Source: an optimization exercise on an open RTL-to-GDS flow (aim: small area). Production flows keep margins and buffers that such runs may drop.
The RTL was checked by simulation tests, not by an equivalence proof against the original design.
Power is estimated from default activity; no workload was simulated.

// pio_machine
module pio_machine (
  input  logic         clk,
  input  logic         reset,
  input  logic         en,
  input  logic [15:0]  div_int,
  input  logic [15:0]  instr,
  input  logic [31:0]  din,
  input  logic         empty,
  input  logic         full,
  input  logic [31:0]  input_pins,
  input  logic [4:0]   wrap_target,
  input  logic [4:0]   wrap_top,
  input  logic [4:0]   jmp_pin,
  input  logic [4:0]   pins_out_base,
  input  logic [4:0]   pins_set_base,
  input  logic [4:0]   pins_in_base,
  input  logic [5:0]   pins_out_count,
  input  logic [2:0]   pins_set_count,
  input  logic         out_shift_dir,
  input  logic         in_shift_dir,
  input  logic [4:0]   osr_threshold,
  output logic [4:0]   pc,
  output logic         push,
  output logic         pull,
  output logic [31:0]  dout,
  output logic [31:0]  output_pins,
  output logic [31:0]  pin_directions,
  output logic         exec_stalled
);
  function automatic logic [31:0] rotl(logic [31:0] v, logic [4:0] k);
    logic [31:0] t;
    t = v;
    if (k[0]) t = {t[30:0], t[31]};
    if (k[1]) t = {t[29:0], t[31:30]};
    if (k[2]) t = {t[27:0], t[31:28]};
    if (k[3]) t = {t[23:0], t[31:24]};
    if (k[4]) t = {t[15:0], t[31:16]};
    rotl = t;
  endfunction
  function automatic logic [31:0] rev32(logic [31:0] v);
  ...
Size in the first run: roughly 2,100 cells after synthesis, about 230 flip-flops, ~250 I/O pins, ~17,000 um^2 of cells after synthesis.
export LEC_CHECK = 0
export ABC_AREA = 1
export CAP_MARGIN = 10
export CORE_MARGIN = 2
export CORE_UTILIZATION = 40
export CTS_BUF_LIST = sky130_fd_sc_hd__clkbuf_4 sky130_fd_sc_hd__clkbuf_8
export GPL_TIMING_DRIVEN = 0
export PLACE_DENSITY = 0.6
export SETUP_SLACK_MARGIN = 0.2
export SLEW_MARGIN = 10
create_clock -name core_clock -period 10.0 [get_ports {clk}]
standard.sh (not shown) runs the stock make flow with config.mk's settings and CLKGATE_MAP_FILE= SYNTH_SCRIPT=/design/flow/synth_recipe.tcl, a recipe that flattens the netlist after the stock synthesis.
==> flow/flow/run.sh <==
#!/bin/bash
# Own flow: the standard layout, with two changes:
#  1. synthesis maps the logic with an area-oriented ABC script (flow/area.abc); the
#     registers are checked against the standard synthesis, which runs first, and the
#     standard netlist is used if they differ in any way;
#  2. port buffering uses sky130_fd_sc_hd__buf_1 (every port still gets a buffer);
#  3. clock tree synthesis inserts no dummy loads.
# Each step's output goes to its own log file in this folder.
set -euo pipefail
W=$(pwd)
R=$W/orfs/results/$FLOW_PLATFORM/pio_machine/base

bash standard.sh synth > 1_std_synth.log 2>&1
cp "$R/1_2_yosys.v" std_1_2_yosys.v

# Own synthesis
{ head -n 1 synth_recipe.tcl; sed "s#@ABC_SCRIPT@#$W/flow/area.abc#" flow/abc_override.tcl; tail -n +2 synth_recipe.tcl; } > own_synth.tcl
rm -f "$R/1_2_yosys.v" "$R/1_2_yosys.sdc" "$R/1_synth.odb" "$R/1_synth.sdc"
if bash standard.sh SYNTH_SCRIPT=$W/own_synth.tcl synth > 2_own_synth.log 2>&1 \
   && python3 flow/check_regs.py std_1_2_yosys.v "$R/1_2_yosys.v" > 3_check_regs.log 2>&1; then
  echo "using own synthesis" >> 3_check_regs.log
else
  echo "falling back to the standard synthesis" >> 3_check_regs.log
  rm -f "$R/1_2_yosys.v" "$R/1_2_yosys.sdc" "$R/1_synth.odb" "$R/1_synth.sdc"
  bash standard.sh synth > 2_std_synth_again.log 2>&1
fi

# Layout
bash standard.sh "BUFFER_PORTS_ARGS=-buffer_cell sky130_fd_sc_hd__buf_1" \
  "CTS_ARGS=-sink_clustering_enable -repair_clock_nets -dont_use_dummy_load -buf_list {sky130_fd_sc_hd__clkbuf_4 sky130_fd_sc_hd__clkbuf_8}" \
  finish > 4_layout.log 2>&1
Other scripts of this flow, unchanged in this note and not shown: flow/flow/abc_override.tcl, flow/flow/area.abc, flow/flow/check_regs.py
The starting point ran to the end with no violations.
Then changed:
--- a/flow/flow/run.sh
+++ b/flow/flow/run.sh
@@ -4,6 +4,5 @@
 #     registers are checked against the standard synthesis, which runs first, and the
 #     standard netlist is used if they differ in any way;
-#  2. port buffering uses sky130_fd_sc_hd__buf_1 (every port still gets a buffer);
-#  3. clock tree synthesis inserts no dummy loads.
+#  2. port buffering uses sky130_fd_sc_hd__buf_1 (every port still gets a buffer).
 # Each step's output goes to its own log file in this folder.
 set -euo pipefail
@@ -27,5 +26,3 @@
 
 # Layout
-bash standard.sh "BUFFER_PORTS_ARGS=-buffer_cell sky130_fd_sc_hd__buf_1" \
-  "CTS_ARGS=-sink_clustering_enable -repair_clock_nets -dont_use_dummy_load -buf_list {sky130_fd_sc_hd__clkbuf_4 sky130_fd_sc_hd__clkbuf_8}" \
-  finish > 4_layout.log 2>&1
+bash standard.sh "BUFFER_PORTS_ARGS=-buffer_cell sky130_fd_sc_hd__buf_1" finish > 4_layout.log 2>&1
CAP_MARGIN = 20   (was 10)
SLEW_MARGIN = 20   (was 10)
Outcome: Power goes up by a few percent; flip-flop and latch count is unchanged; sequential power barely changes; wire length came out lower slightly; final cell count climbs slightly; die area does not change; design area increases slightly.

-- what the ideal ports hide --
The results above use ideal ports. As a check the final layouts listed here were re-extracted and re-timed, cells and wires unchanged.
Step 1 assumes that a clkbuf_16 drives the clock port and a buf_2 every other input.
Step 2 adds t to the input delays and takes it off the output delays; t is the mean of the earliest and latest rising clock arrival at the registers after step 1. Input paths then give back, and output paths get back, about the clock's delay inside the block.
Slacks: no drivers / after step 1 / after step 2; pairs: no drivers / after step 1.
run	t (ns)	setup WS [ns]	cell pins on the clock port's net
the first run	0.660	0.633 / 0.665 / 0.004	1
the second run	0.677	0.548 / 0.575 / -0.102	1
Met with ideal ports but missed after step 2: setup timing in the second run. The setup slack of the second run, which loses most, moves by +0.027 ns with the drivers and by -0.650 ns with both steps.
